From an optimization exercise on the open Yosys and OpenROAD flow, aimed at small area, a short achievable clock period and few clock cycles per item; shortcuts taken in it are not production practice. Only simulation tests tie the RTL to the original design; equivalence was not proved.

File: flow/config.mk
export PLATFORM = sky130hd
export DESIGN_NAME = aes_inv_top
export DESIGN_NICKNAME = aes_inv_top
export VERILOG_FILES = /design/flow/design.v
export SDC_FILE = /design/flow/constraint.sdc
export NUM_CORES = 4
export LEC_CHECK = 0
export CAP_MARGIN = 20
export CORE_MARGIN = 2
export CORE_UTILIZATION = 65
export CTS_BUF_LIST = sky130_fd_sc_hd__clkbuf_8
export SLEW_MARGIN = 20
File: flow/constraint.sdc
create_clock -name core_clock -period 8.0 [get_ports {clk_sys}]
set_input_delay 1.6000 -clock core_clock [delete_from_list [all_inputs] [get_ports {clk_sys}]]
set_output_delay 1.6000 -clock core_clock [all_outputs]
set_load 0.01 [all_outputs]
File: flow/design.v
`timescale 1ns/1ps
module aes_inv_key_sched (
  input  logic                clk_sys,
  input  logic [127:0]        key_last,
  input  logic [1:0]          busy,
  output logic [127:0]        key_prev,
  output logic                last_round
);
  localparam int WORD_W = 32;
  localparam int BYTE_W = 8;
  logic [7:0]   rcon;
  logic [7:0]   rcon_q;
  logic [127:0] key_q;
  logic [127:0] key_cur;
  logic [31:0] w0;
  logic [31:0] w1;
  logic [31:0] w2;
  logic [31:0] w3;
  logic [31:0] p0;
  logic [31:0] p1;
  logic [31:0] p2;
  logic [31:0] p3;
  logic [31:0] rot_w;
  logic [31:0] w0_rc;
  function automatic logic [7:0] gf_div2(logic [7:0] b);
    logic [8:0] tmp;
    tmp = {1'b0, b} ^ (b[0] ? 9'h11b : 9'h000);
    gf_div2 = tmp[8:1];
  endfunction
  assign rcon = busy[0] ? rcon_q : 8'h36;
  always_ff @(posedge clk_sys) begin
    rcon_q <= gf_div2(rcon);
  end
  assign last_round = (rcon_q == 8'h01);
  assign key_cur = {busy[1] ? key_q[127:64] : key_last[127:64],
                    busy[0] ? key_q[63:0]   : key_last[63:0]};
  assign {w0, w1, w2, w3} = key_cur;
  assign p3 = w3 ^ w2;
  assign p2 = w2 ^ w1;
  assign p1 = w1 ^ w0;
  assign rot_w = {p3[WORD_W-BYTE_W-1:0], p3[WORD_W-1 -: BYTE_W]};
  for (genvar b = 0; b < 4; b++) begin : g_sub
    aes_sbox_fwd u_sbox (
      .a (rot_w[BYTE_W*b +: BYTE_W]),
      .k (w0_rc[BYTE_W*b +: BYTE_W]),
      .y (p0[BYTE_W*b +: BYTE_W])
    );
  end
  assign w0_rc = w0 ^ {rcon, {(WORD_W-BYTE_W){1'b0}}};
  assign key_prev = {p0, p1, p2, p3};
  always_ff @(posedge clk_sys) begin
    key_q <= key_prev;
  end
endmodule
module aes_sbox_fwd (
  input  logic [7:0] a,
  input  logic [7:0] k,
  output logic [7:0] y
);
  logic [30:0] tx;
  logic [43:0] bx;
  logic T1, T2, T3, T4, T5, T6, T7, T8, T9, T10, T11, T12, T13, T14, T15, T16, T17, T18, T19, T20, T21, T22, T23, T24, T25, T26, T27, U7;
  logic M1, M2, M3, M4, M5, M6, M7, M8, M9, M10, M11, M12, M13, M14, M15, M16, M17, M18, M19, M20, M21, M22, M23, M24, M25, M26, M27, M28, M29, M30, M31, M32, M33, M34, M35, M36, M37, M38, M39, M40, M41, M42, M43, M44, M45, M46, M47, M48, M49, M50, M51, M52, M53, M54, M55, M56, M57, M58, M59, M60, M61, M62, M63;
  assign tx[0] = a[1] ^ a[3];
  assign tx[1] = a[5] ^ a[6];
  assign tx[2] = a[4] ^ a[7];
  assign tx[3] = a[2] ^ a[5];
  assign tx[4] = a[2] ^ a[6];
  assign tx[5] = a[0] ^ tx[1];
  assign tx[6] = tx[0] ^ tx[4];
  assign tx[7] = a[1] ^ a[2];
  assign tx[8] = a[2] ^ a[4];
  assign tx[9] = tx[0] ^ tx[3];
  assign tx[10] = tx[0] ^ tx[2];
  assign tx[11] = a[0] ^ a[1];
  assign tx[12] = a[2] ^ a[7];
  assign tx[13] = a[0] ^ a[4];
  assign tx[14] = a[3] ^ a[7];
  assign tx[15] = a[1] ^ a[7];
  assign tx[16] = tx[3] ^ tx[14];
  assign tx[17] = tx[2] ^ tx[7];
  assign tx[18] = tx[0] ^ tx[1];
  assign tx[19] = a[7] ^ tx[7];
  assign tx[20] = tx[2] ^ tx[3];
  assign tx[21] = tx[1] ^ tx[10];
  assign tx[22] = a[0] ^ tx[10];
  assign tx[23] = a[4] ^ tx[5];
  assign tx[24] = a[0] ^ tx[6];
  assign tx[25] = a[7] ^ tx[9];
  assign tx[26] = tx[8] ^ tx[18];
  assign tx[27] = a[1] ^ tx[5];
  assign tx[28] = tx[2] ^ tx[6];
  assign tx[29] = tx[5] ^ tx[19];
  assign tx[30] = a[7] ^ tx[5];
  assign T1 = tx[2];
  assign T2 = tx[12];
  assign T3 = tx[15];
  assign T4 = tx[8];
  assign T5 = tx[0];
  assign T6 = tx[10];
  assign T7 = tx[1];
  assign T8 = tx[22];
  assign T9 = tx[5];
  assign T10 = tx[21];
  assign T11 = tx[4];
  assign T12 = tx[3];
  assign T13 = tx[17];
  assign T14 = tx[28];
  assign T15 = tx[6];
  assign T16 = tx[9];
  assign T17 = tx[24];
  assign T18 = tx[13];
  assign T19 = tx[23];
  assign T20 = tx[30];
  assign T21 = tx[11];
  assign T22 = tx[27];
  assign T23 = tx[29];
  assign T24 = tx[26];
  assign T25 = tx[25];
  assign T26 = tx[16];
  assign T27 = tx[20];
  assign U7 = a[0];
  assign M1 = T13 & T6;
  assign M2 = T23 & T8;
  assign M3 = T14 ^ M1;
  assign M4 = T19 & U7;
  assign M5 = M4 ^ M1;
  assign M6 = T3 & T16;
  assign M7 = T22 & T9;
  assign M8 = T26 ^ M6;
  assign M9 = T20 & T17;
  assign M10 = M9 ^ M6;
  assign M11 = T1 & T15;
  assign M12 = T4 & T27;
  assign M13 = M12 ^ M11;
  assign M14 = T2 & T10;
  assign M15 = M14 ^ M11;
  assign M16 = M3 ^ M2;
  assign M17 = M5 ^ T24;
  assign M18 = M8 ^ M7;
  assign M19 = M10 ^ M15;
  assign M20 = M16 ^ M13;
  assign M21 = M17 ^ M15;
  assign M22 = M18 ^ M13;
  assign M23 = M19 ^ T25;
  assign M24 = M22 ^ M23;
  assign M25 = M22 & M20;
  assign M26 = M21 ^ M25;
  assign M27 = M20 ^ M21;
  assign M28 = M23 ^ M25;
  assign M29 = M28 & M27;
  assign M30 = M26 & M24;
  assign M31 = M20 & M23;
  assign M32 = M27 & M31;
  assign M33 = M27 ^ M25;
  assign M34 = M21 & M22;
  assign M35 = M24 & M34;
  assign M36 = M24 ^ M25;
  assign M37 = M21 ^ M29;
  assign M38 = M32 ^ M33;
  assign M39 = M23 ^ M30;
  assign M40 = M35 ^ M36;
  assign M41 = M38 ^ M40;
  assign M42 = M37 ^ M39;
  assign M43 = M37 ^ M38;
  assign M44 = M39 ^ M40;
  assign M45 = M42 ^ M41;
  assign M46 = M44 & T6;
  assign M47 = M40 & T8;
  assign M48 = M39 & U7;
  assign M49 = M43 & T16;
  assign M50 = M38 & T9;
  assign M51 = M37 & T17;
  assign M52 = M42 & T15;
  assign M53 = M45 & T27;
  assign M54 = M41 & T10;
  assign M55 = M44 & T13;
  assign M56 = M40 & T23;
  assign M57 = M39 & T19;
  assign M58 = M43 & T3;
  assign M59 = M38 & T22;
  assign M60 = M37 & T20;
  assign M61 = M42 & T1;
  assign M62 = M45 & T4;
  assign M63 = M41 & T2;
  assign bx[0] = M61 ^ M62;
  assign bx[1] = M50 ^ M56;
  assign bx[2] = M46 ^ M49;
  assign bx[3] = M47 ^ M55;
  assign bx[4] = M48 ^ M58;
  assign bx[5] = bx[0] ^ bx[3];
  assign bx[6] = M46 ^ M52;
  assign bx[7] = M54 ^ M60;
  assign bx[8] = M51 ^ M59;
  assign bx[9] = bx[4] ^ bx[7];
  assign bx[10] = bx[1] ^ bx[2];
  assign bx[11] = M53 ^ bx[0];
  assign bx[12] = M56 ^ k[6];
  assign bx[13] = M55 ^ k[7];
  assign bx[14] = M54 ^ k[1];
  assign bx[15] = M61 ^ M63;
  assign bx[16] = M49 ^ M52;
  assign bx[17] = M48 ^ M51;
  assign bx[18] = M57 ^ k[2];
  assign bx[19] = M50 ^ M58;
  assign bx[20] = bx[1] ^ bx[17];
  assign bx[21] = bx[1] ^ bx[16];
  assign bx[22] = bx[8] ^ bx[14];
  assign bx[23] = bx[4] ^ bx[8];
  assign bx[24] = k[0] ^ bx[2];
  assign bx[25] = k[5] ^ bx[15];
  assign bx[26] = bx[6] ^ bx[12];
  assign bx[27] = bx[13] ^ bx[21];
  assign bx[28] = k[4] ^ bx[10];
  assign bx[29] = bx[9] ^ bx[18];
  assign bx[30] = bx[5] ^ bx[20];
  assign bx[31] = bx[11] ^ bx[19];
  assign bx[32] = bx[10] ^ bx[11];
  assign bx[33] = bx[5] ^ bx[26];
  assign bx[34] = bx[9] ^ bx[25];
  assign bx[35] = bx[0] ^ bx[23];
  assign bx[36] = bx[5] ^ bx[28];
  assign bx[37] = bx[29] ^ bx[32];
  assign bx[38] = bx[24] ^ bx[35];
  assign bx[39] = M53 ^ bx[33];
  assign bx[40] = bx[6] ^ bx[34];
  assign bx[41] = bx[22] ^ bx[31];
  assign bx[42] = bx[11] ^ bx[27];
  assign bx[43] = k[3] ^ bx[30];
  assign y[0] = ~bx[38];
  assign y[1] = ~bx[41];
  assign y[2] = bx[37];
  assign y[3] = bx[43];
  assign y[4] = bx[36];
  assign y[5] = ~bx[40];
  assign y[6] = ~bx[39];
  assign y[7] = bx[42];
endmodule
`timescale 1ns/1ps
module aes_inv_round (
  input  logic [127:0]        state,
  input  logic [127:0]        cipher_text,
  input  logic [127:0]        key_last,
  input  logic [1:0]          busy,
  output logic [127:0]        round_out
);
  localparam int STATE_W = 128;
  localparam int WORD_W = 32;
  localparam int BYTE_W = 8;
  localparam int NUM_COLS = STATE_W / WORD_W;
  localparam int NUM_ROWS = WORD_W / BYTE_W;
  logic [127:0] mixed;
  logic [127:0] shifted;
  for (genvar c = 0; c < NUM_COLS; c++) begin : g_mix
    aes_inv_mix_col u_mix (
      .a (state[STATE_W-1-WORD_W*c -: WORD_W]),
      .y (mixed[STATE_W-1-WORD_W*c -: WORD_W])
    );
  end
  always_comb begin
    for (int c = 0; c < NUM_COLS; c++) begin
      for (int r = 0; r < NUM_ROWS; r++) begin
        shifted[STATE_W-1-BYTE_W*(NUM_ROWS*c+r) -: BYTE_W] =
          !busy[c/2] ? (cipher_text[STATE_W-1-BYTE_W*(NUM_ROWS*((c-r+NUM_COLS)%NUM_COLS)+r) -: BYTE_W] ^
                   key_last[STATE_W-1-BYTE_W*(NUM_ROWS*((c-r+NUM_COLS)%NUM_COLS)+r) -: BYTE_W])
                : mixed[STATE_W-1-BYTE_W*(NUM_ROWS*((c-r+NUM_COLS)%NUM_COLS)+r) -: BYTE_W];
      end
    end
  end
  for (genvar i = 0; i < NUM_COLS*NUM_ROWS; i++) begin : g_sub
    aes_sbox_inv u_sbox (
      .a (shifted[BYTE_W*i +: BYTE_W]),
      .y (round_out[BYTE_W*i +: BYTE_W])
    );
  end
endmodule
module aes_sbox_inv (
  input  logic [7:0] a,
  output logic [7:0] y
);
  logic [36:0] tx;
  logic [35:0] bx;
  logic T1, T2, T3, T4, T5, T6, T7, T8, T9, T10, T11, T12, T13, T14, T15, T16, T17, T18, T19, T20, T21, T22, T23, T24, T25, T26, T27, U7;
  logic M1, M2, M3, M4, M5, M6, M7, M8, M9, M10, M11, M12, M13, M14, M15, M16, M17, M18, M19, M20, M21, M22, M23, M24, M25, M26, M27, M28, M29, M30, M31, M32, M33, M34, M35, M36, M37, M38, M39, M40, M41, M42, M43, M44, M45, M46, M47, M48, M49, M50, M51, M52, M53, M54, M55, M56, M57, M58, M59, M60, M61, M62, M63;
  assign tx[0] = a[0] ^ a[6];
  assign tx[1] = a[3] ^ a[4];
  assign tx[2] = a[1] ^ a[7];
  assign tx[3] = a[2] ^ a[5];
  assign tx[4] = a[4] ^ a[6];
  assign tx[5] = a[3] ^ a[6];
  assign tx[6] = a[7] ^ tx[3];
  assign tx[7] = a[3] ^ tx[0];
  assign tx[8] = a[0] ^ tx[1];
  assign tx[9] = a[4] ^ tx[0];
  assign tx[10] = a[1] ^ a[2];
  assign tx[11] = a[0] ^ a[3];
  assign tx[12] = a[4] ^ a[7];
  assign tx[13] = a[1] ^ a[5];
  assign tx[14] = a[6] ^ a[7];
  assign tx[15] = a[5] ^ tx[2];
  assign tx[16] = tx[3] ^ tx[5];
  assign tx[17] = tx[1] ^ tx[10];
  assign tx[18] = tx[1] ^ tx[14];
  assign tx[19] = tx[3] ^ tx[4];
  assign tx[20] = a[2] ^ tx[2];
  assign tx[21] = tx[0] ^ tx[2];
  assign tx[22] = a[5] ^ tx[1];
  assign tx[23] = a[7] ^ tx[4];
  assign tx[24] = tx[5] ^ tx[13];
  assign tx[25] = a[1] ^ tx[7];
  assign tx[26] = a[1] ^ tx[9];
  assign tx[27] = tx[7] ^ tx[20];
  assign tx[28] = a[5] ^ tx[9];
  assign tx[29] = tx[2] ^ tx[16];
  assign tx[30] = tx[9] ^ tx[13];
  assign tx[31] = a[7] ^ tx[7];
  assign tx[32] = tx[8] ^ tx[15];
  assign tx[33] = a[1] ^ tx[8];
  assign tx[34] = tx[9] ^ tx[20];
  assign tx[35] = tx[6] ^ tx[7];
  assign tx[36] = tx[6] ^ tx[8];
  assign T1 = tx[1];
  assign T2 = ~tx[14];
  assign T3 = tx[33];
  assign T4 = ~tx[18];
  assign T5 = tx[16];
  assign T6 = tx[19];
  assign T7 = tx[36];
  assign T8 = ~tx[23];
  assign T9 = ~tx[8];
  assign T10 = tx[31];
  assign T11 = ~tx[32];
  assign T12 = ~tx[10];
  assign T13 = ~tx[21];
  assign T14 = ~tx[27];
  assign T15 = ~tx[34];
  assign T16 = ~tx[24];
  assign T17 = tx[30];
  assign T18 = ~tx[29];
  assign T19 = ~tx[26];
  assign T20 = ~tx[25];
  assign T21 = ~tx[35];
  assign T22 = ~tx[4];
  assign T23 = tx[12];
  assign T24 = ~tx[11];
  assign T25 = ~tx[22];
  assign T26 = ~tx[28];
  assign T27 = ~tx[17];
  assign U7 = ~tx[6];
  assign M1 = T13 & T6;
  assign M2 = T23 & T8;
  assign M3 = T14 ^ M1;
  assign M4 = T19 & U7;
  assign M5 = M4 ^ M1;
  assign M6 = T3 & T16;
  assign M7 = T22 & T9;
  assign M8 = T26 ^ M6;
  assign M9 = T20 & T17;
  assign M10 = M9 ^ M6;
  assign M11 = T1 & T15;
  assign M12 = T4 & T27;
  assign M13 = M12 ^ M11;
  assign M14 = T2 & T10;
  assign M15 = M14 ^ M11;
  assign M16 = M3 ^ M2;
  assign M17 = M5 ^ T24;
  assign M18 = M8 ^ M7;
  assign M19 = M10 ^ M15;
  assign M20 = M16 ^ M13;
  assign M21 = M17 ^ M15;
  assign M22 = M18 ^ M13;
  assign M23 = M19 ^ T25;
  assign M24 = M22 ^ M23;
  assign M25 = M22 & M20;
  assign M26 = M21 ^ M25;
  assign M27 = M20 ^ M21;
  assign M28 = M23 ^ M25;
  assign M29 = M28 & M27;
  assign M30 = M26 & M24;
  assign M31 = M20 & M23;
  assign M32 = M27 & M31;
  assign M33 = M27 ^ M25;
  assign M34 = M21 & M22;
  assign M35 = M24 & M34;
  assign M36 = M24 ^ M25;
  assign M37 = M21 ^ M29;
  assign M38 = M32 ^ M33;
  assign M39 = M23 ^ M30;
  assign M40 = M35 ^ M36;
  assign M41 = M38 ^ M40;
  assign M42 = M37 ^ M39;
  assign M43 = M37 ^ M38;
  assign M44 = M39 ^ M40;
  assign M45 = M42 ^ M41;
  assign M46 = M44 & T6;
  assign M47 = M40 & T8;
  assign M48 = M39 & U7;
  assign M49 = M43 & T16;
  assign M50 = M38 & T9;
  assign M51 = M37 & T17;
  assign M52 = M42 & T15;
  assign M53 = M45 & T27;
  assign M54 = M41 & T10;
  assign M55 = M44 & T13;
  assign M56 = M40 & T23;
  assign M57 = M39 & T19;
  assign M58 = M43 & T3;
  assign M59 = M38 & T22;
  assign M60 = M37 & T20;
  assign M61 = M42 & T1;
  assign M62 = M45 & T4;
  assign M63 = M41 & T2;
  assign bx[0] = M58 ^ M61;
  assign bx[1] = M52 ^ M54;
  assign bx[2] = M59 ^ M62;
  assign bx[3] = M49 ^ M50;
  assign bx[4] = M48 ^ M56;
  assign bx[5] = bx[0] ^ bx[2];
  assign bx[6] = M59 ^ M63;
  assign bx[7] = M52 ^ M53;
  assign bx[8] = M50 ^ M51;
  assign bx[9] = M47 ^ M60;
  assign bx[10] = M55 ^ M61;
  assign bx[11] = M57 ^ bx[4];
  assign bx[12] = bx[1] ^ bx[3];
  assign bx[13] = M46 ^ bx[8];
  assign bx[14] = bx[1] ^ bx[5];
  assign bx[15] = M49 ^ M51;
  assign bx[16] = M46 ^ M48;
  assign bx[17] = M57 ^ M63;
  assign bx[18] = bx[9] ^ bx[10];
  assign bx[19] = M62 ^ bx[9];
  assign bx[20] = bx[6] ^ bx[7];
  assign bx[21] = bx[3] ^ bx[7];
  assign bx[22] = bx[10] ^ bx[17];
  assign bx[23] = bx[4] ^ bx[6];
  assign bx[24] = bx[0] ^ bx[11];
  assign bx[25] = bx[5] ^ bx[21];
  assign bx[26] = bx[12] ^ bx[23];
  assign bx[27] = M47 ^ bx[13];
  assign bx[28] = bx[12] ^ bx[19];
  assign bx[29] = bx[13] ^ bx[20];
  assign bx[30] = bx[24] ^ bx[29];
  assign bx[31] = bx[24] ^ bx[28];
  assign bx[32] = bx[14] ^ bx[15];
  assign bx[33] = bx[14] ^ bx[16];
  assign bx[34] = bx[18] ^ bx[26];
  assign bx[35] = bx[14] ^ bx[27];
  assign y[0] = bx[22];
  assign y[1] = bx[25];
  assign y[2] = bx[35];
  assign y[3] = bx[30];
  assign y[4] = bx[33];
  assign y[5] = bx[31];
  assign y[6] = bx[34];
  assign y[7] = bx[32];
endmodule
module aes_inv_mix_col (
  input  logic [31:0] a,
  output logic [31:0] y
);
  logic [171:0] x;
  assign x[0] = a[29] ^ a[5];
  assign x[1] = a[21] ^ a[13];
  assign x[2] = a[30] ^ a[14];
  assign x[3] = a[22] ^ a[6];
  assign x[4] = x[0] ^ x[1];
  assign x[5] = a[23] ^ a[7];
  assign x[6] = a[31] ^ a[3];
  assign x[7] = a[19] ^ a[15];
  assign x[8] = a[26] ^ x[3];
  assign x[9] = a[2] ^ x[2];
  assign x[10] = a[20] ^ a[4];
  assign x[11] = a[25] ^ a[9];
  assign x[12] = a[16] ^ a[0];
  assign x[13] = a[17] ^ a[1];
  assign x[14] = a[24] ^ a[8];
  assign x[15] = a[28] ^ a[12];
  assign x[16] = a[18] ^ a[10];
  assign x[17] = a[27] ^ a[11];
  assign x[18] = a[7] ^ x[4];
  assign x[19] = a[23] ^ x[4];
  assign x[20] = x[5] ^ x[17];
  assign x[21] = x[6] ^ x[7];
  assign x[22] = x[8] ^ x[9];
  assign x[23] = a[31] ^ a[15];
  assign x[24] = a[29] ^ x[15];
  assign x[25] = a[27] ^ x[11];
  assign x[26] = x[6] ^ x[13];
  assign x[27] = x[7] ^ x[13];
  assign x[28] = a[22] ^ x[10];
  assign x[29] = x[12] ^ x[14];
  assign x[30] = a[11] ^ x[11];
  assign x[31] = x[3] ^ x[14];
  assign x[32] = a[5] ^ x[15];
  assign x[33] = a[6] ^ x[10];
  assign x[34] = x[2] ^ x[12];
  assign x[35] = x[20] ^ x[21];
  assign x[36] = x[18] ^ x[30];
  assign x[37] = x[16] ^ x[22];
  assign x[38] = a[30] ^ a[13];
  assign x[39] = a[16] ^ a[15];
  assign x[40] = a[21] ^ a[14];
  assign x[41] = a[31] ^ a[8];
  assign x[42] = a[10] ^ x[10];
  assign x[43] = a[28] ^ x[1];
  assign x[44] = a[12] ^ x[0];
  assign x[45] = a[18] ^ x[15];
  assign x[46] = x[2] ^ x[11];
  assign x[47] = x[3] ^ x[13];
  assign x[48] = a[25] ^ x[16];
  assign x[49] = x[5] ^ x[24];
  assign x[50] = x[23] ^ x[32];
  assign x[51] = x[9] ^ x[45];
  assign x[52] = x[8] ^ x[27];
  assign x[53] = x[17] ^ x[29];
  assign x[54] = a[0] ^ x[19];
  assign x[55] = x[3] ^ x[35];
  assign x[56] = x[19] ^ x[25];
  assign x[57] = a[24] ^ a[15];
  assign x[58] = a[31] ^ a[17];
  assign x[59] = a[9] ^ a[10];
  assign x[60] = a[20] ^ a[5];
  assign x[61] = a[29] ^ a[4];
  assign x[62] = a[20] ^ a[13];
  assign x[63] = a[8] ^ a[1];
  assign x[64] = a[9] ^ a[1];
  assign x[65] = a[13] ^ a[14];
  assign x[66] = a[25] ^ a[0];
  assign x[67] = a[26] ^ a[18];
  assign x[68] = a[21] ^ a[4];
  assign x[69] = a[30] ^ a[23];
  assign x[70] = a[24] ^ a[9];
  assign x[71] = a[19] ^ a[10];
  assign x[72] = a[31] ^ a[16];
  assign x[73] = x[2] ^ x[7];
  assign x[74] = x[5] ^ x[14];
  assign x[75] = x[41] ^ x[66];
  assign x[76] = x[6] ^ x[71];
  assign x[77] = x[1] ^ x[2];
  assign x[78] = a[7] ^ x[40];
  assign x[79] = x[39] ^ x[63];
  assign x[80] = a[24] ^ x[58];
  assign x[81] = x[12] ^ x[23];
  assign x[82] = x[0] ^ x[2];
  assign x[83] = a[3] ^ x[67];
  assign x[84] = a[18] ^ x[64];
  assign x[85] = a[15] ^ x[38];
  assign x[86] = a[17] ^ x[59];
  assign x[87] = a[1] ^ x[23];
  assign x[88] = x[39] ^ x[70];
  assign x[89] = a[31] ^ x[65];
  assign x[90] = a[17] ^ x[5];
  assign x[91] = x[3] ^ x[16];
  assign x[92] = a[21] ^ x[69];
  assign x[93] = x[8] ^ x[48];
  assign x[94] = x[28] ^ x[85];
  assign x[95] = x[44] ^ x[68];
  assign x[96] = x[21] ^ x[44];
  assign x[97] = x[26] ^ x[91];
  assign x[98] = a[28] ^ x[8];
  assign x[99] = x[26] ^ x[42];
  assign x[100] = a[12] ^ x[42];
  assign x[101] = x[9] ^ x[29];
  assign x[102] = x[9] ^ x[48];
  assign x[103] = x[20] ^ x[60];
  assign x[104] = x[28] ^ x[78];
  assign x[105] = x[34] ^ x[41];
  assign x[106] = x[47] ^ x[75];
  assign x[107] = x[74] ^ x[84];
  assign x[108] = x[46] ^ x[80];
  assign x[109] = x[33] ^ x[77];
  assign x[110] = x[34] ^ x[57];
  assign x[111] = x[21] ^ x[43];
  assign x[112] = a[15] ^ x[31];
  assign x[113] = x[24] ^ x[40];
  assign x[114] = x[33] ^ x[92];
  assign x[115] = x[29] ^ x[73];
  assign x[116] = x[47] ^ x[88];
  assign x[117] = a[20] ^ x[26];
  assign x[118] = x[46] ^ x[79];
  assign x[119] = x[33] ^ x[89];
  assign x[120] = x[31] ^ x[90];
  assign x[121] = x[34] ^ x[87];
  assign x[122] = x[32] ^ x[38];
  assign x[123] = x[31] ^ x[72];
  assign x[124] = a[4] ^ x[27];
  assign x[125] = x[28] ^ x[82];
  assign x[126] = x[81] ^ x[86];
  assign x[127] = x[52] ^ x[53];
  assign x[128] = x[93] ^ x[121];
  assign x[129] = x[52] ^ x[100];
  assign x[130] = x[83] ^ x[115];
  assign x[131] = x[22] ^ x[126];
  assign x[132] = x[51] ^ x[124];
  assign x[133] = x[35] ^ x[125];
  assign x[134] = x[49] ^ x[94];
  assign x[135] = x[62] ^ x[96];
  assign x[136] = x[19] ^ x[116];
  assign x[137] = x[51] ^ x[117];
  assign x[138] = x[61] ^ x[111];
  assign x[139] = x[43] ^ x[103];
  assign x[140] = x[19] ^ x[105];
  assign x[141] = x[18] ^ x[118];
  assign x[142] = x[20] ^ x[95];
  assign x[143] = x[50] ^ x[114];
  assign x[144] = x[53] ^ x[97];
  assign x[145] = x[98] ^ x[99];
  assign x[146] = x[22] ^ x[107];
  assign x[147] = x[76] ^ x[101];
  assign x[148] = x[102] ^ x[120];
  assign x[149] = x[18] ^ x[106];
  assign x[150] = x[49] ^ x[119];
  assign x[151] = x[18] ^ x[123];
  assign x[152] = a[2] ^ x[19];
  assign x[153] = x[35] ^ x[109];
  assign x[154] = x[18] ^ x[110];
  assign x[155] = x[50] ^ x[104];
  assign x[156] = x[37] ^ x[142];
  assign x[157] = x[37] ^ x[139];
  assign x[158] = x[36] ^ x[145];
  assign x[159] = x[56] ^ x[147];
  assign x[160] = x[56] ^ x[137];
  assign x[161] = x[36] ^ x[130];
  assign x[162] = x[37] ^ x[138];
  assign x[163] = x[55] ^ x[122];
  assign x[164] = x[18] ^ x[144];
  assign x[165] = x[127] ^ x[152];
  assign x[166] = x[37] ^ x[135];
  assign x[167] = x[54] ^ x[108];
  assign x[168] = x[55] ^ x[113];
  assign x[169] = x[54] ^ x[112];
  assign x[170] = x[36] ^ x[132];
  assign x[171] = x[56] ^ x[129];
  assign y[24] = x[140];
  assign y[25] = x[136];
  assign y[26] = x[148];
  assign y[27] = x[161];
  assign y[28] = x[171];
  assign y[29] = x[157];
  assign y[30] = x[168];
  assign y[31] = x[134];
  assign y[16] = x[169];
  assign y[17] = x[141];
  assign y[18] = x[131];
  assign y[19] = x[164];
  assign y[20] = x[170];
  assign y[21] = x[166];
  assign y[22] = x[153];
  assign y[23] = x[155];
  assign y[8] = x[154];
  assign y[9] = x[149];
  assign y[10] = x[146];
  assign y[11] = x[159];
  assign y[12] = x[158];
  assign y[13] = x[156];
  assign y[14] = x[163];
  assign y[15] = x[150];
  assign y[0] = x[151];
  assign y[1] = x[167];
  assign y[2] = x[128];
  assign y[3] = x[165];
  assign y[4] = x[160];
  assign y[5] = x[162];
  assign y[6] = x[133];
  assign y[7] = x[143];
endmodule
`timescale 1ns/1ps
module aes_inv_control (
  input  logic                clk_sys,
  input  logic                rst_n,
  input  logic                req,
  input  logic [127:0]        round_out,
  input  logic [127:0]        key_prev,
  input  logic                last_round,
  output logic                ack,
  output logic [127:0]        plain_text,
  output logic [127:0]        state,
  output logic [1:0]          busy_k,
  output logic [1:0]          busy_d
);
  localparam logic [1:0] ctrl_idle = 2'd0;
  localparam logic [1:0] ctrl_run  = 2'd1;
  localparam logic [1:0] ctrl_done = 2'd2;
  logic [1:0]  ctrl_q;
  logic [1:0]  ctrl_d;
  logic [127:0] data_q;
  logic        busy_k_q;
  logic        busy_k_nr_q;
  logic        idle_d_q;
  logic        idle_d_nr_q;
  logic        load_q;
  always_comb begin
    ctrl_d = ctrl_q;
    case (ctrl_q)
      ctrl_idle: begin
        if (req) begin
          ctrl_d = ctrl_run;
        end
      end
      ctrl_run: begin
        if (last_round) begin
          ctrl_d = ctrl_done;
        end
      end
      ctrl_done: begin
        if (!req) begin
          ctrl_d = ctrl_idle;
        end
      end
      default: ctrl_d = ctrl_idle;
    endcase
  end
  always_ff @(posedge clk_sys or negedge rst_n) begin
    if (!rst_n) begin
      ctrl_q <= ctrl_idle;
    end else begin
      ctrl_q <= ctrl_d;
    end
  end
  always_ff @(posedge clk_sys or negedge rst_n) begin
    if (!rst_n) begin
      busy_k_q <= 1'b0;
      idle_d_q <= 1'b1;
      load_q   <= 1'b1;
    end else begin
      busy_k_q <= (ctrl_d != ctrl_idle);
      idle_d_q <= (ctrl_d == ctrl_idle);
      load_q   <= (ctrl_d != ctrl_done);
    end
  end
  always_ff @(posedge clk_sys) begin
    busy_k_nr_q <= (ctrl_d != ctrl_idle);
    idle_d_nr_q <= (ctrl_d == ctrl_idle);
  end
  assign busy_k = {busy_k_q, busy_k_nr_q};
  assign busy_d = {~idle_d_q, ~idle_d_nr_q};
  always_ff @(posedge clk_sys) begin
    if (load_q) begin
      data_q <= round_out ^ key_prev;
    end
  end
  assign state = data_q;
  assign plain_text = data_q;
  assign ack = (ctrl_q == ctrl_done);
endmodule
`timescale 1ns/1ps
module aes_inv_top (
  input  logic                clk_sys,
  input  logic                rst_n,
  input  logic                req,
  input  logic [127:0]        cipher_text,
  input  logic [127:0]        key_last,
  output logic                ack,
  output logic [127:0]        plain_text
);
  logic [1:0]   busy_k;
  logic [1:0]   busy_d;
  logic         last_round;
  logic [127:0] key_prev;
  logic [127:0] state;
  logic [127:0] round_out;
  aes_inv_control u_control (
    .clk_sys     (clk_sys),
    .rst_n       (rst_n),
    .req         (req),
    .round_out   (round_out),
    .key_prev    (key_prev),
    .last_round  (last_round),
    .ack         (ack),
    .plain_text  (plain_text),
    .state       (state),
    .busy_k      (busy_k),
    .busy_d      (busy_d)
  );
  aes_inv_round u_round (
    .state       (state),
    .cipher_text (cipher_text),
    .key_last    (key_last),
    .busy        (busy_d),
    .round_out   (round_out)
  );
  aes_inv_key_sched u_key_sched (
    .clk_sys    (clk_sys),
    .key_last   (key_last),
    .busy       (busy_k),
    .key_prev   (key_prev),
    .last_round (last_round)
  );
endmodule
File: flow/flow/run.sh
#!/bin/bash
# Own layout flow: the standard layout (standard.sh, unchanged steps and
# settings), except that Yosys's ABC maps the logic with flow/abc.script
# instead of ORFS's abc_speed.script, and the port buffers that global
# placement inserts on every input and output are buf_1 cells, and timing-
# driven global placement weights the 30% most critical nets instead of 10%.
# Registers
# come from dfflibmap before ABC, so they are the standard synthesis's.
set -euo pipefail
W=$(pwd)
sed 's#log_cmd abc {\*}\$abc_args#log_cmd abc {*}[lreplace $abc_args 1 1 '"$W"'/flow/abc.script]#' \
  "$FLOW_HOME/scripts/synth.tcl" > "$W/flow_synth_orfs.tcl"
grep -q "flow/abc.script" "$W/flow_synth_orfs.tcl"
sed "s#\$::env(SCRIPTS_DIR)/synth.tcl#$W/flow_synth_orfs.tcl#" "$W/synth_recipe.tcl" > "$W/flow_synth.tcl"
grep -q "flow_synth_orfs.tcl" "$W/flow_synth.tcl"
bash standard.sh SYNTH_SCRIPT="$W/flow_synth.tcl" \
  "BUFFER_PORTS_ARGS=-buffer_cell sky130_fd_sc_hd__buf_1" \
  "GLOBAL_PLACEMENT_ARGS=-timing_driven_nets_percentage 30" finish > "$W/standard.log" 2>&1
File: flow/flow/abc.script
strash
dc2
resub -K 8
dc2
dch -f
map -a
topo
stime -c
buffer -c
upsize -c
dnsize -c
File: flow/standard.sh
#!/bin/bash
# synth_recipe.tcl (not shown) runs the flow's synth.tcl, then flattens the netlist and writes it again
# the make line also repeats each setting of config.mk as NAME=value (left out here)
make -C /OpenROAD-flow-scripts/flow DESIGN_CONFIG=/design/flow/config.mk WORK_HOME=/design/flow/orfs CLKGATE_MAP_FILE= SYNTH_SCRIPT=/design/flow/synth_recipe.tcl "${@:-finish}"
==> impl_metrics.yaml, run 1 <==
finish:
  drive_gt1_share_pct: 8.35
  syn_to_final_growth_pct: 8.00
  multiInputGateArea_um2: 32900
  fillers: 5603
  final-seq-area_um2: 6750
  fin_nets: 6366
yosys:
  synth_ff_type: "dfxtp_1"
  synthAdderAreaFrac_pct: 0.237
  synth_edf_count: 128
  synth_commonest_cells: "1491 x xor2_1, 1348 x nand2_1, 731 x xnor2_1, 521 x inv_1, 233 x nor2_1"
  synth_top_family_by_area: "XOR/XNOR gates"
  synth_cell_types: 65
  synth_area_um2: 42200
  synth_area_leader_cell: "xor2_1"
  synthTopCellsByArea: "xor2_1 31%, xnor2_1 15%, nand2_1 12%"
  yosysMostFrequentCell: "xor2_1"
  synth_compound_area_share_pct: 5.74
  async_flop_share_pct: 1.85
  syn_nets: 5967
  synth_top_area_share_pct: 30.9
  syn_avg_cell_area_um2: 7.40
  synthSimpleGateAreaFrac_pct: 19.9
  ys_ff_latch: 271
  ys_warn_count: 3
  synthMuxAreaShare_pct: 1.06
  ys_seq_area_share_pct: 16.0
  synth_xor_area_share_pct: 51.0
  synth_cells: 5700
critical_path:
  slowest_stage: "o21ai_0"
  critPathArrivalTime_ps: 7100
  required_ps: 8410
  start_kind: "flop"
  worstPathMaxFanout: 8
  critPathMostFrequentCell: "xor2_1"
  endpoint_kind: "flop"
  critical_path_class: "flop to flop"
  worstRegToRegCells: 29
  critPathMaxStageDelay_ps: 760
sta:
  tightest_slew_ps: 1090
  maxSlewHeadroom_pct: 26.7
  fin_crit_sh_pct: 83.6
  tns_ps: 0
  period_minus_slack_ps: 6690
  hold_viol: 0
  drv_slew: 0
  finalSetupViolCount: 0
  rsz0062_at_grt: "false"
  clock.fmax_ghz: 0.149
  clock_skew_ps: 29.8
drt:
  routed-via-count: 38000
  detail_route.wl_per_cell_um: 20.5
  wl_um: 144000
  ant_nets: 0
  viasPerCell: 5.43
  drtPass1Iterations: 6
  route.detailed.drc: 0
  drtIter0Drc: 3097
clock_network:
  clk_path_buf_depth: 3
  cts_post_setup_buffers_inserted: 0
  holdBufCountCts: 0
  clk_pin_slew_worst_paths_ps: 60
  cts-resized-gates: 0
  clk_latency_ps: 690
  tritoncts: "yes"
  cts_sinks: 271
  htree_levels: 2
  cts_root_buf: "clkbuf_8"
  cts_made_buffers: 52
global_routing:
  grt_pass1_vias: 36300
  antenna_found_initial: 4
  grt_pass1_wl_um: 211000
  grt_max_degree: 72
  globalRouteTotalUtil_pct: 41.7
  grt_overflow: 0
floorplan:
  initial_core_util_pct: 65.6
  die_w_um: 259
  die_height_um: 259
  core_area_um2: 64300
  fp-row-count: 93
  dieArea_um2: 67000
  ios: 388
min_path:
  min_path_type: "flop to flop"
  hold_path_depth: 1
placed_design:
  gp_congestion: 1.06
  dp_hpwl_um: 121000
  io_buffers: 387
run_status:
  status: "no timing/DRC/antenna violations"
flow_run:
  drv_cap: 0
## placed cells by master, fill, tap and decap left out, types with 96 or more instances in the layout
cell type  netlist  routed
nand2_1       1348    1348
xnor2_1        731     731
a21oi_1        131     131
buf_1            9     387
o21ai_0        167     167
inv_1          521     538
edfxtp_1       128     128
nand3_1        121     121
xor2_1        1491    1491
nor2_1         233     233
nand2_2         96      96
dfxtp_1        138     136
## logic make-up after synthesis
group,after synthesis
flip-flops,271
adder cells (fa/ha/maj),8
AO/OA/AOI/OAI,429
buffers and inverters,636
AND/OR/NAND/NOR,1976
XOR/XNOR,2340
multiplexers,40
## final cells by class
class | instances | area share, %
multi-input cells | 4793 | 72.2
flip-flops and latches | 271 | 14.8
inverters | 571 | 4.71
repair buffers | 410 | 3.62
well taps | 855 | 2.35
clock buffers | 54 | 1.63
clock inverters | 44 | 0.667
diodes | 3 | 0.0165
## sequential cells by signal (all words and copies together) (netlist names)
register	flops
u_control.data_q	128
u_control.busy_k_q	1
u_control.idle_d_nr_q	1
u_key_sched.rcon_q	8
u_control.load_q	1
u_control.busy_k_nr_q	1
u_key_sched.key_q	128
u_control.ctrl_q	2
u_control.idle_d_q	1
## per-layer routing
layer	part of all wire, %	routed length, um	track usage, %
met5	0	0	0
met4	7.1	10200	26.0
met3	8.8	12700	7.01
met2	45	64500	67.2
met1	39	56400	51.9
## final timing paths
check / slack (ps) / to / from
max: 1310 / u_control.data_q[34] / u_control.data_q[14]
min: 470 / u_key_sched.rcon_q[1] / u_key_sched.rcon_q[2]
max reg2reg: 1310 / u_control.data_q[34] / u_control.data_q[14]
min reg2reg: 470 / u_key_sched.rcon_q[1] / u_key_sched.rcon_q[2]
max in group asynchronous: 6960 / u_control.idle_d_q / rst_n
min in group asynchronous: 780 / u_control.ctrl_q[1] / rst_n
## critical path: cells and delay by family (launching register included)
kind | cells | cell delay, ps
flops | 1 | 590
buf+inv | 3 | 290
compound gates | 2 | 1060
xor+xnor | 12 | 2840
simple gates | 12 | 1600
## through the flow
step	setup slack, ps	utilization, %	instances	hold WS (ps)	area (um^2)
after detailed placement	810	69.2	6900	454	44500
final	1310	70.8	7001	468	45600
after CTS	1450	70.8	6998	469	45600
after global placement	830	69.2	6900	438	44500
after floorplan	1870	-	5700	424	42200
after global routing	771	70.8	6999	501	45600
Testbench counts, summed over its fixed seeds: cycles 4,216, blocks 384.
==> run 2, diff against run 1 <==
--- a/flow/config.mk
+++ b/flow/config.mk
@@ -11,2 +11,3 @@
 export CTS_BUF_LIST = sky130_fd_sc_hd__clkbuf_8
+export SETUP_SLACK_MARGIN = 1.5
 export SLEW_MARGIN = 20
==> run 2 against run 1 <==
  * Via count grew 1.6%
  * Synthesized area unchanged
  * Clock skew is 3.7 ps higher
  * Non-clock buffer count up 82
  * Critical path type unchanged
  * Fmax rose by 6.9%
  * Worst setup slack better by 430 ps
  * Largest cell class unchanged
==> impl_metrics.yaml, run 2 <==
finish:
  syn_to_final_growth_pct: 11.6
  layout_commonest_cell: "xor2_1"
  drive_gt1_share_pct: 11.4
  layoutNonFillerInstCount: 7083
  fin_nets: 6448
  final_cell_mix: "1442 x xor2_1, 1333 x nand2_1, 705 x xnor2_1"
  reg_top3: "u_control.data_q: 128 flops, u_key_sched.key_q: 128 flops, u_key_sched.rcon_q: 8 flops"
critical_path:
  critPathMostFrequentCell: "nand2_1"
  start_kind: "flop"
  slowest_stage: "edfxtp_1"
  r2r_setup_slack_ps: 1740
  critical_path_class: "flop to flop"
  rr_endpoint: "u_control.data_q[7]"
  required_ps: 8400
  worstPathMaxFanout: 6
  critPathArrivalTime_ps: 6660
  r2r_start: "u_control.data_q[104]"
  critPathMaxStageDelay_ps: 410
  endpoint_kind: "flop"
  worstRegToRegCells: 31
drt:
  wl_um: 147000
  ant_nets: 0
  viasPerCell: 5.45
  drtIter0Drc: 3409
  route.detailed.drc: 0
  drtPass1Iterations: 6
  detail_route.wl_per_cell_um: 20.7
  routed-via-count: 38600
run_status:
  status: "no timing/DRC/antenna violations"
placed_design:
  post-place-cells: 6900
  place_ws_ps: 810
  gp_congestion: 1.06
  io_buffers: 387
  dp_hpwl_um: 121000
clock_network:
  clk_path_buf_depth: 3
  clk_latency_ps: 690
  clk_pin_slew_worst_paths_ps: 70
  cts_root_buf: "clkbuf_8"
  holdBufCountCts: 0
  tritoncts: "yes"
  cts_sinks: 271
  cts_made_buffers: 52
  htree_levels: 2
sta:
  drv_slew: 0
  tns_ps: 0
  hold_viol: 0
  rsz0062_at_grt: "true"
  tightest_slew_ps: 1200
  period_minus_slack_ps: 6260
  maxSlewHeadroom_pct: 18.9
  clock.fmax_ghz: 0.160
  clock_skew_ps: 33.4
  holdWs_ps: 471
  finalSetupViolCount: 0
  worst_slack_ps: 1740
  fin_crit_sh_pct: 78.2
yosys:
  synth_top_family_by_area: "XOR/XNOR gates"
  synth_ff_type: "dfxtp_1"
  yosysMostFrequentCell: "xor2_1"
  ys_warn_count: 3
  synthAdderAreaFrac_pct: 0.237
  synthMuxAreaShare_pct: 1.06
  synth_compound_area_share_pct: 5.74
  syn_nets: 5967
  synth_top_area_share_pct: 30.9
  ys_seq_area_share_pct: 16.0
  synth_edf_count: 128
  synth_commonest_cells: "1491 x xor2_1, 1348 x nand2_1, 731 x xnor2_1, 521 x inv_1, 233 x nor2_1"
  async_flop_share_pct: 1.85
  synth_area_leader_cell: "xor2_1"
  synthSimpleGateAreaFrac_pct: 19.9
  synth_area_um2: 42200
  synth_xor_area_share_pct: 51.0
  syn_avg_cell_area_um2: 7.40
  synthTopCellsByArea: "xor2_1 31%, xnor2_1 15%, nand2_1 12%"
  ys_ff_latch: 271
  synth_cells: 5700
  synth_cell_types: 65
global_routing:
  grt_overflow: 0
  grt_pass1_vias: 36300
  globalRouteTotalUtil_pct: 41.8
  antenna_found_initial: 5
  grt_pass1_wl_um: 212000
  grt_max_degree: 72
floorplan:
  dieArea_um2: 67000
  initial_core_util_pct: 65.6
  fp-row-count: 93
  die_height_um: 259
  core_area_um2: 64300
  die_w_um: 259
  ios: 388
min_path:
  hold_end: "u_key_sched.rcon_q[1]"
  min_from: "u_key_sched.rcon_q[2]"
  min_path_type: "flop to flop"
  hold_path_depth: 1
flow_run:
  drv_cap: 0
[run 2: cells by family (layout without fill, tap and decap cells)]
kind of cell,after synthesis,in the layout
flops,271,271
compound gates,429,429
simple gates,1976,1976
mux,40,40
fa+ha+maj,8,8
other cells,0,3
xor+xnor,2340,2340
buf+inv,636,1161
[run 2: critical path, delay by kind of cell (launching register included)]
kind	cells	cell delay [ps]
compound gates	2	230
simple gates	14	2020
flops	1	410
buf+inv	3	350
xor+xnor	12	3010
[run 2: layout make-up]
type | count | area, um^2
Antenna cell | 3 | 7.51
Clock buffer | 54 | 743
Timing Repair Buffer | 492 | 2320
Sequential cell | 271 | 6750
Fill cell | 5330 | 17300
Clock inverter | 44 | 304
Inverter | 571 | 2150
Multi-Input combinational cell | 4793 | 33700
Tap cell | 855 | 1070
[run 2: worst max-delay path by stage]
stage                     cells past startpoint             startpoint  slack [ps]                    end
after CTS                                    31  u_control.data_q[110]        1510    u_control.data_q[7]
after detailed placement                     30           key_last[55]         810  u_control.data_q[122]
after floorplan                              30           key_last[37]        1870  u_control.data_q[106]
after global routing                         32   u_control.data_q[14]        1360   u_control.data_q[34]
final                                        31  u_control.data_q[104]        1740    u_control.data_q[7]
after global placement                       30           key_last[55]         830  u_control.data_q[122]
[run 2: repair_timing]
action	4_1_cts	5_1_grt
setup endpoints to repair	1	102
pin swaps	0	19
setup buffers	1	81
resized for setup	2	144
[run 2: routing by layer]
metal / vias up / part of all wire, % / track usage [%]
met2: 1829 / 45 / 67.3
li1: 18300 / - / -
met1: 18000 / 39 / 51.9
met3: 439 / 9.0 / 7.23
met5: - / 0 / 0
met4: 0 / 7.2 / 26.2
[run 2: metrics by stage]
stage	area [um^2]	util [%]
floorplan	42200	-
global placement	44500	69.2
detailed placement	44500	69.2
CTS	45600	70.9
global route	47100	73.2
finish	47100	73.2
==> run 3, diff against run 2 <==
--- a/flow/config.mk
+++ b/flow/config.mk
@@ -11,3 +11,3 @@
 export CTS_BUF_LIST = sky130_fd_sc_hd__clkbuf_8
-export SETUP_SLACK_MARGIN = 1.5
+export SETUP_SLACK_MARGIN = 2.0
 export SLEW_MARGIN = 20
==> run 3 against run 2 <==
  * The layout now fails its checks (max-capacitance violations, max-slew violations)
  * Fmax is 0.82% lower
  * Global-route usage increased by 1.5 points
  * Die area unchanged
  * Critical path depth down 2
  * Register-to-register slack got worse by 50 ps
  * Utilization increased by 11 points
  * Worst setup slack got worse by 52 ps
  * Clock skew up 23 ps
  * Count of clock-buffer cells in the layout increased by 3
  * Synthesized cell count is the same
  * First-iteration DRC count increased by 56%
  * Non-clock buffer count increased by 321
  * Largest cell class unchanged
==> impl_metrics.yaml, run 3 <==
sta:
  tightest_slew_ps: 1770
  tns_ps: 0
  hold_viol: 0
  maxSlewHeadroom_pct: -19.1
  period_minus_slack_ps: 6310
  finalSetupViolCount: 0
  rsz0062_at_grt: "true"
  clock_skew_ps: 56.5
  clock.fmax_ghz: 0.159
  fin_crit_sh_pct: 78.9
  drv_slew: 3
drt:
  viasPerCell: 5.89
  drtPass1Iterations: 8
  detail_route.wl_per_cell_um: 23.7
  routed-via-count: 43600
  route.detailed.drc: 0
  drtIter0Drc: 5316
  wl_um: 176000
  ant_nets: 0
clock_network:
  cts_made_buffers: 53
  holdBufCountCts: 0
  clk_latency_ps: 700
  clk_pin_slew_worst_paths_ps: 70
  clk_path_buf_depth: 3
  cts_root_buf: "clkbuf_8"
  cts_sinks: 271
  htree_levels: 2
  tritoncts: "yes"
yosys:
  synth_cell_types: 65
  ys_ff_latch: 271
  async_flop_share_pct: 1.85
  synth_top_area_share_pct: 30.9
  ys_warn_count: 3
  ys_seq_area_share_pct: 16.0
  synth_commonest_cells: "1491 x xor2_1, 1348 x nand2_1, 731 x xnor2_1, 521 x inv_1, 233 x nor2_1"
  synth_ff_type: "dfxtp_1"
  yosysMostFrequentCell: "xor2_1"
  synthTopCellsByArea: "xor2_1 31%, xnor2_1 15%, nand2_1 12%"
  synth_cells: 5700
  synth_area_um2: 42200
  synth_edf_count: 128
  syn_nets: 5967
  synth_area_leader_cell: "xor2_1"
  syn_avg_cell_area_um2: 7.40
floorplan:
  ios: 388
  core_area_um2: 64300
  fp-row-count: 93
  die_height_um: 259
  initial_core_util_pct: 65.6
  die_w_um: 259
  dieArea_um2: 67000
placed_design:
  io_buffers: 387
  dp_hpwl_um: 123000
  gp_congestion: 1.02
finish:
  layout_commonest_cell: "xor2_1"
  fin_nets: 6770
  syn_to_final_growth_pct: 28.5
  final_cell_mix: "1275 x xor2_1, 1187 x nand2_1, 587 x xnor2_1"
  drive_gt1_share_pct: 25.0
  reg_top3: "u_control.data_q: 128 flops, u_key_sched.key_q: 128 flops, u_key_sched.rcon_q: 8 flops"
global_routing:
  grt_overflow: 0
  antenna_found_initial: 8
  grt_pass1_vias: 37400
  globalRouteTotalUtil_pct: 43.3
  grt_pass1_wl_um: 219000
  grt_max_degree: 106
critical_path:
  required_ps: 8520
  critPathMostFrequentCell: "xor2_2"
  worstPathMaxFanout: 6
  endpoint_kind: "flop"
  critPathMaxStageDelay_ps: 610
  slowest_stage: "edfxtp_1"
  critical_path_class: "flop to flop"
  critPathArrivalTime_ps: 6830
  start_kind: "flop"
min_path:
  min_path_type: "flop to flop"
run_status:
  violatedChecks: "max-capacitance violations, max-slew violations"
  status: "finished with violations"
flow_run:
  drv_cap: 1
[run 3: cell counts after synthesis]
No cell type changed its count.
[run 3: cell type report]
type                            instances  area, um^2
Antenna cell                            3        7.51
Clock buffer                           57         785
Clock inverter                         41         427
Fill cell                            3796       10100
Inverter                              571        2150
Multi-Input combinational cell       4793       38200
Sequential cell                       271        6750
Tap cell                              855        1070
Timing Repair Buffer                  813        4850
[run 3: path summary, 6_finish.rpt]
check,start,end,cells after the start,slack [ps]
worst max register to register,u_control.data_q[43],u_control.data_q[111],29,1690
max in group asynchronous,rst_n,u_control.load_q,1,6930
worst min-delay path,u_key_sched.rcon_q[7],u_key_sched.rcon_q[6],2,460
worst min register to register,u_key_sched.rcon_q[7],u_key_sched.rcon_q[6],2,460
min in group asynchronous,rst_n,u_control.ctrl_q[0],1,800
worst max-delay path,u_control.data_q[43],u_control.data_q[111],29,1690
[run 3: logic make-up after synthesis]
logic type	synth area share, %
buf+inv	6.08
xor+xnor	51.0
simple gates	19.9
compound gates	5.74
flops	16.0
fa+ha+maj	0.237
mux	1.06
[run 3: what timing repair did]
item / CTS / global route
gates cloned: 0 / 1
pin swaps: 16 / 335
setup endpoints to repair: 98 / 118
resized for setup: 127 / 836
setup buffers: 67 / 337
endpoints found under the hold margin: 0 / 0
[run 3: per-stage QoR]
step | instance area [um^2] | utilization, % | std cells | hold WS [ps] | setup WS, ps
after floorplan | 42300 | - | 5700 | 424 | 2010
after global placement | 44600 | 69.2 | 6897 | 446 | 1060
after detailed placement | 44600 | 69.2 | 6898 | 446 | 1020
after CTS | 47000 | 73.0 | 7063 | 454 | 1950
after global routing | 54200 | 84.3 | 7403 | 462 | 1390
final | 54200 | 84.3 | 7404 | 457 | 1690
[run 3: worst max-delay path, delay by kind of cell (launching register included)]
kind / cells / cell delay, ps
xor+xnor: 14 / 3200
simple gates: 12 / 1830
flops: 1 / 610
buf+inv: 3 / 500
[run 3: layer usage]
| layer | vias to the layer above | global-route usage (%) | part of all wire, % |
|---|---|---|---|
| met2 | 3318 | 69.8 | 44 |
| met5 | - | 0 | 0.0057 |
| met4 | 2 | 27.9 | 10 |
| met1 | 20300 | 53.2 | 34 |
| li1 | 18800 | - | - |
| met3 | 1125 | 7.84 | 12 |
==> run 4, diff against run 3 <==
--- a/flow/config.mk
+++ b/flow/config.mk
@@ -11,3 +11,3 @@
 export CTS_BUF_LIST = sky130_fd_sc_hd__clkbuf_8
-export SETUP_SLACK_MARGIN = 2.0
+export SETUP_SLACK_MARGIN = 1.75
 export SLEW_MARGIN = 20
==> run 4 against run 3 <==
  * The run now finishes clean
  * Global-route usage down 1.3 points
  * Non-clock buffer count down 238
  * Register-to-register slack better by 210 ps
  * Cell count down 3.2%
  * Critical path depth up 1
  * Sequential cell count unchanged
  * Clock skew down 27 ps
  * Sequential share of layout area up 1.2 points
==> impl_metrics.yaml, run 4 <==
yosys:
  synth_ff_type: "dfxtp_1"
  synth_cell_types: 65
  yosysMostFrequentCell: "xor2_1"
  synth_commonest_cells: "1491 x xor2_1, 1348 x nand2_1, 731 x xnor2_1, 521 x inv_1, 233 x nor2_1"
  async_flop_share_pct: 1.85
  synth_edf_count: 128
  synth_top_family_by_area: "XOR/XNOR gates"
  synthAdderAreaFrac_pct: 0.237
  syn_avg_cell_area_um2: 7.40
  synth_top_area_share_pct: 30.9
  synth_cells: 5700
  synth_compound_area_share_pct: 5.74
  synth_area_leader_cell: "xor2_1"
  synthSimpleGateAreaFrac_pct: 19.9
  synth_area_um2: 42200
  ys_ff_latch: 271
  ys_warn_count: 3
  ys_seq_area_share_pct: 16.0
  synth_xor_area_share_pct: 51.0
  synthTopCellsByArea: "xor2_1 31%, xnor2_1 15%, nand2_1 12%"
  synthMuxAreaShare_pct: 1.06
  syn_nets: 5967
clock_network:
  tritoncts: "yes"
  cts_made_buffers: 52
  htree_levels: 2
  holdBufCountCts: 0
  cts_root_buf: "clkbuf_8"
  cts_sinks: 271
  clk_pin_slew_worst_paths_ps: 60
  clk_path_buf_depth: 3
  clk_latency_ps: 680
critical_path:
  rr_endpoint: "u_control.data_q[62]"
  endpoint_kind: "flop"
  critical_path_class: "flop to flop"
  worstPathMaxFanout: 7
  critPathMaxStageDelay_ps: 590
  start_kind: "flop"
  r2r_start: "u_control.data_q[47]"
  slowest_stage: "edfxtp_1"
  r2r_setup_slack_ps: 1900
  required_ps: 8420
  worstRegToRegCells: 30
  critPathArrivalTime_ps: 6520
finish:
  fin_util_pct: 76.6
  final_cell_mix: "1370 x xor2_1, 1295 x nand2_1, 657 x xnor2_1"
  fillers: 4925
  reg_top3: "u_control.data_q: 128 flops, u_key_sched.key_q: 128 flops, u_key_sched.rcon_q: 8 flops"
  layout_commonest_cell: "xor2_1"
  multiInputGateArea_um2: 35300
  syn_to_final_growth_pct: 16.8
  fin_nets: 6531
  final-seq-area_um2: 6750
  drive_gt1_share_pct: 15.6
sta:
  drv_slew: 0
  finalSetupViolCount: 0
  hold_viol: 0
  clock.fmax_ghz: 0.164
  maxSlewHeadroom_pct: 26.5
  fin_crit_sh_pct: 76.2
  period_minus_slack_ps: 6100
  clock_skew_ps: 29.6
  tns_ps: 0
  tightest_slew_ps: 1090
  rsz0062_at_grt: "true"
floorplan:
  dieArea_um2: 67000
  fp-row-count: 93
  ios: 388
  core_area_um2: 64300
  die_w_um: 259
  initial_core_util_pct: 65.6
  die_height_um: 259
min_path:
  hold_path_depth: 1
  min_path_type: "flop to flop"
  min_from: "u_key_sched.rcon_q[2]"
  hold_end: "u_key_sched.rcon_q[1]"
drt:
  viasPerCell: 5.50
  routed-via-count: 39400
  detail_route.wl_per_cell_um: 21.1
  drtPass1Iterations: 6
  drtIter0Drc: 3659
  route.detailed.drc: 0
  ant_nets: 0
  wl_um: 151000
global_routing:
  grt_max_degree: 72
  grt_overflow: 0
  grt_pass1_wl_um: 212000
  antenna_found_initial: 3
  globalRouteTotalUtil_pct: 41.9
  grt_pass1_vias: 36400
placed_design:
  io_buffers: 387
  dp_hpwl_um: 121000
  gp_congestion: 1.06
run_status:
  status: "no timing/DRC/antenna violations"
flow_run:
  drv_cap: 0
## run 4: cell counts after synthesis
No cell type changed its count.
## run 4: final cells by class
class,instances,area share (%)
antenna,2,0.0101
clock buffer,54,1.51
clock inverter,44,0.617
inverter,571,4.36
multi-input combinational,4793,71.6
sequential,271,13.7
tap,855,2.17
timing repair buffer,575,6.08
## run 4: timing repair
action / in CTS / in global routing
gates resized for setup: 27 / 376
pin swaps: 0 / 84
endpoints found under the hold margin: 0 / 0
endpoints found under the setup margin: 48 / 115
setup buffers: 19 / 146
## run 4: worst max-delay path by stage
| stage | end | startpoint |
|---|---|---|
| 2_1_floorplan | u_control.data_q[106] | key_last[37] |
| 3_3_place_gp | u_control.data_q[122] | key_last[55] |
| 3_5_place_dp | u_control.data_q[122] | key_last[55] |
| 4_1_cts | u_control.data_q[122] | key_last[55] |
| 5_1_grt | u_control.data_q[12] | u_control.data_q[87] |
| 6_report | u_control.data_q[62] | u_control.data_q[47] |
## run 4: worst max-delay path: cells and delay by family, from the launching register on
kind                      cells  cell delay, ps
xor gates and xnor gates      9            2190
buffers and inverters         4             320
DFF                           1             590
AOI/OAI and AO/OA             4             790
and+or+nand+nor              13            1950
## run 4: cells by family after synthesis
group / count (synthesis)
AOI/OAI and AO/OA: 429
xor gates and xnor gates: 2340
buffers and inverters: 636
DFF: 271
and+or+nand+nor: 1976
muxes: 40
adders and majority gates: 8
## run 4: through the flow
step           hold slack [ps]  setup WS [ps]  instance area, um^2  std cells
2_1_floorplan              424           1870                42200       5700
3_3_place_gp               438            830                44500       6900
3_5_place_dp               454            810                44500       6900
4_1_cts                    469           1670                45900       7017
5_1_grt                    501           1510                49300       7164
6_report                   470           1900                49300       7165
## run 4: per-layer routing
layer / track usage (%) / wire (um) / vias up / share of wire (%)
met5: 0 / 0 / - / 0
met4: 27.1 / 11500 / 0 / 7.6
met3: 7.64 / 14700 / 501 / 9.7
met2: 67.3 / 68200 / 2031 / 45
met1: 51.8 / 56600 / 18500 / 38
li1: - / - / 18400 / -
==> run 5, diff against run 4 <==
--- a/flow/config.mk
+++ b/flow/config.mk
@@ -9,5 +9,5 @@
 export CORE_MARGIN = 2
-export CORE_UTILIZATION = 65
+export CORE_UTILIZATION = 60
 export CTS_BUF_LIST = sky130_fd_sc_hd__clkbuf_8
-export SETUP_SLACK_MARGIN = 1.75
+export SETUP_SLACK_MARGIN = 2.5
 export SLEW_MARGIN = 20
==> run 5 against run 4 <==
  * The flow now stops in global routing (5_1_grt)
  * Synthesized cell count unchanged
  * Synthesized area unchanged
==> impl_metrics.yaml, run 5 <==
clock_network:
  htree_levels: 2
  cts_sinks: 271
  cts_made_buffers: 51
  clk_path_buf_depth: 3
  holdBufCountCts: 0
  cts_root_buf: "clkbuf_8"
global_routing:
  grt_max_degree: 80
  grt_overflow: 9406
  globalRouteTotalUtil_pct: 110
placed_design:
  place_ws_ps: 1070
  gp_congestion: 1.02
  io_buffers: 387
  dp_hpwl_um: 126000
yosys:
  synth_edf_count: 128
  ys_ff_latch: 271
  syn_nets: 5967
  ys_seq_area_share_pct: 16.0
  synth_top_area_share_pct: 30.9
  synth_ff_type: "dfxtp_1"
  synth_cells: 5700
  yosysMostFrequentCell: "xor2_1"
  async_flop_share_pct: 1.85
  synth_area_leader_cell: "xor2_1"
  synthTopCellsByArea: "xor2_1 31%, xnor2_1 15%, nand2_1 12%"
  syn_avg_cell_area_um2: 7.40
  ys_warn_count: 3
  synth_area_um2: 42200
  synth_cell_types: 65
  synth_commonest_cells: "1491 x xor2_1, 1348 x nand2_1, 731 x xnor2_1, 521 x inv_1, 233 x nor2_1"
floorplan:
  die_w_um: 269
  initial_core_util_pct: 60.5
  ios: 388
  die_height_um: 269
  fp-row-count: 97
run_status:
  error_line: "[ERROR GRT-0232] Routing congestion too high. Check the congestion heatmap in the GUI."
  status: "aborted with a tool error"
  failing_step: "global routing (5_1_grt)"
sta:
  postGrtWorstEndpoint: "u_control.data_q[41]$_DFFE_PP_/D"
  worst_endpoint_kind: "sequential cell input"
-- run 5: cells by family after synthesis --
logic type	Yosys count	synth area share [%]
flops	271	16.0
compound gates	429	5.74
xor+xnor	2340	51.0
buf+inv	636	6.08
fa+ha+maj	8	0.237
mux	40	1.06
simple gates	1976	19.9
-- run 5: per-layer routing --
layer / overflow / global-route usage, %
met3: 75 / 81.3
met1: 106 / 93.2
met5: 9 / 56.0
met4: 1523 / 120
met2: 7693 / 152
-- run 5: what timing repair did --
item	CTS
setup buffers	506
pin swaps	424
setup endpoints to repair	142
hold endpoints to repair	0
gates resized for setup	888
-- run 5: worst max path at each step --
stage / to / slack, ps / cells past startpoint
floorplan: u_control.data_q[106] / 2060 / 33
global placement: u_control.data_q[109] / 1060 / 24
detailed placement: u_control.data_q[109] / 1070 / 25
CTS: u_control.data_q[127] / 2310 / 30
-- run 5: through the flow --
step | util (%) | std cells | hold slack, ps | area, um^2
after floorplan | - | 5700 | 424 | 42600
after global placement | 64.5 | 6982 | 445 | 45000
after detailed placement | 64.5 | 6982 | 443 | 45000
after CTS | 78.7 | 7584 | 451 | 54900
==> run 6, diff against run 5 <==
--- a/flow/config.mk
+++ b/flow/config.mk
@@ -11,3 +11,3 @@
 export CTS_BUF_LIST = sky130_fd_sc_hd__clkbuf_8
-export SETUP_SLACK_MARGIN = 2.5
+export SETUP_SLACK_MARGIN = 1.5
 export SLEW_MARGIN = 20
==> run 6 against run 5 <==
  * Now clean on timing, DRC and antenna
  * Synthesized area is the same
  * Synthesized cell count is the same
==> impl_metrics.yaml, run 6 <==
run_status:
  status: "no timing/DRC/antenna violations"
placed_design:
  dpl-instance-area_um2: 44600
  dp_hpwl_um: 124000
  post-place-cells: 6980
  io_buffers: 387
  gp_congestion: 1.05
sta:
  maxSlewHeadroom_pct: 18.5
  fin_crit_sh_pct: 78.4
  rsz0062_at_grt: "true"
  tns_ps: 0
  tightest_slew_ps: 1220
  clock.fmax_ghz: 0.159
  clock_skew_ps: 34.1
  drv_slew: 0
  hold_viol: 0
critical_path:
  worstRegToRegCells: 35
  endpoint_kind: "flop"
  slowest_stage: "edfxtp_1"
  critPathMaxStageDelay_ps: 550
  required_ps: 8410
global_routing:
  antenna_found_initial: 4
  grt_overflow: 0
  grt_max_degree: 78
  grt_pass1_wl_um: 216000
  globalRouteTotalUtil_pct: 38.9
yosys:
  syn_avg_cell_area_um2: 7.40
  synthTopCellsByArea: "xor2_1 31%, xnor2_1 15%, nand2_1 12%"
  ys_ff_latch: 271
  yosysMostFrequentCell: "xor2_1"
  synth_area_leader_cell: "xor2_1"
  ys_warn_count: 3
  synth_cell_types: 65
  synth_commonest_cells: "1491 x xor2_1, 1348 x nand2_1, 731 x xnor2_1, 521 x inv_1, 233 x nor2_1"
  synth_ff_type: "dfxtp_1"
  synth_area_um2: 42200
  syn_nets: 5967
  ys_seq_area_share_pct: 16.0
  synth_edf_count: 128
  synth_top_area_share_pct: 30.9
  synth_cells: 5700
  async_flop_share_pct: 1.85
clock_network:
  htree_levels: 2
  holdBufCountCts: 0
  tritoncts: "yes"
  clk_pin_slew_worst_paths_ps: 60
  cts_made_buffers: 54
  clk_latency_ps: 680
  cts_root_buf: "clkbuf_8"
  cts_sinks: 271
  clk_path_buf_depth: 3
finish:
  layout_commonest_cell: "xor2_1"
  final_area_um2: 47500
  fin_nets: 6464
  reg_top3: "u_control.data_q: 128 flops, u_key_sched.key_q: 128 flops, u_key_sched.rcon_q: 8 flops"
  drive_gt1_share_pct: 12.0
drt:
  route.detailed.drc: 0
  ant_nets: 0
  detail_route.wl_per_cell_um: 20.7
  wl_um: 149000
  viasPerCell: 5.33
  routed-via-count: 38300
min_path:
  hold_path_depth: 2
  min_path_type: "flop to flop"
floorplan:
  initial_core_util_pct: 60.5
  die_w_um: 269
  ios: 388
  dieArea_um2: 72500
  fp-row-count: 97
  die_height_um: 269
==> run 6: cell counts after synthesis <==
Identical to the previous run, type by type.
==> run 6: cell families (layout without fill, tap and decap cells) <==
kind of cell             count (synthesis)  after routing  share of synthesized area (%)
XOR/XNOR                              2340           2340                           51.0
AND/OR/NAND/NOR                       1976           1976                           19.9
buffers and inverters                  636           1179                           6.08
AO/OA/AOI/OAI                          429            429                           5.74
flip-flops                             271            271                           16.0
multiplexers                            40             40                           1.06
adder cells (fa/ha/maj)                  8              8                          0.237
other                                    0              1                              0
==> run 6: final cells by class <==
cell class	count	area, um^2
Multi-Input combinational cell	4793	33800
Fill cell	6252	22300
Sequential cell	271	6750
Timing Repair Buffer	506	2440
Inverter	571	2150
Tap cell	940	1180
Clock buffer	60	826
Clock inverter	42	332
Antenna cell	1	2.50
==> run 6: per-layer routing <==
metal	share of wire [%]	track usage, %
met1	41	49.1
met2	46	65.0
met3	8.0	6.65
met4	5.3	17.4
met5	0.018	0
==> run 6: final timing paths <==
path | from | endpoint | slack, ps
hold reg to reg | u_key_sched.rcon_q[7] | u_key_sched.rcon_q[6] | 460
setup reg to reg | u_control.data_q[64] | u_control.data_q[13] | 1730
setup / recovery | u_control.data_q[64] | u_control.data_q[13] | 1730
max in group asynchronous | rst_n | u_control.idle_d_q | 6960
hold / removal | u_key_sched.rcon_q[7] | u_key_sched.rcon_q[6] | 460
min in group asynchronous | rst_n | u_control.busy_k_q | 770
==> run 6: metrics by stage <==
stage | utilization (%) | setup slack [ps]
final | 68.1 | 1730
after global routing | 68.1 | 1420
after CTS | 65.6 | 1540
after detailed placement | 63.9 | 744
after global placement | 63.9 | 804
after floorplan | - | 1870
==> run 6: timing repair <==
action / CTS / global route
endpoints found under the setup margin: 7 / 102
resized for setup: 3 / 163
buffers inserted: 2 / 99
pin swaps: 0 / 25
cloned: 0 / 0
==> run 6: worst max-delay path, delay by kind of cell, from the launching register on <==
kind            cells  cell delay (ps)
flops               1              550
buf+inv             5              380
compound gates      3              590
xor+xnor            8             2340
simple gates       19             2150

-- afterwards: timing with drivers on the ports --
In the flow no input, the clock included, has a driving cell. The finished layouts below were timed again as built, in two steps. Step 1 assumes that a clkbuf_16 drives the clock port and a buf_2 every other input. Step 2 adds t to the input delays and takes it off the output delays; t is the mean of the earliest and latest rising clock arrival at the registers after step 1. Input paths then give back, and output paths get back, about the clock's delay inside the block. a / b / c = ideal ports / drivers / drivers and shift; a / b = the first two.
run | t (ns) | setup WS [ns] | hold WS [ns] | latest minus earliest clock arrival (ns) | worst slew at a driven data input, ns
run 1 | 0.735 | 1.309 / 1.309 / 0.628 | 0.468 / 0.468 / 0.468 | 0.030 / 0.030 | 0.07
run 2 | 0.731 | 1.742 / 1.742 / 1.093 | 0.471 / 0.471 / 0.471 | 0.034 / 0.034 | 0.07
run 3 | 0.734 | 1.691 / 1.691 / 1.384 | 0.457 / 0.457 / 0.457 | 0.058 / 0.057 | 0.09
run 4 | 0.731 | 1.900 / 1.900 / 1.227 | 0.470 / 0.470 / 0.470 | 0.029 / 0.030 | 0.08
run 6 | 0.732 | 1.728 / 1.728 / 1.078 | 0.464 / 0.464 / 0.464 | 0.034 / 0.035 | 0.15
The setup slack of run 1, which loses most, moves by 0.000 ns with the drivers and by -0.681 ns with both steps.
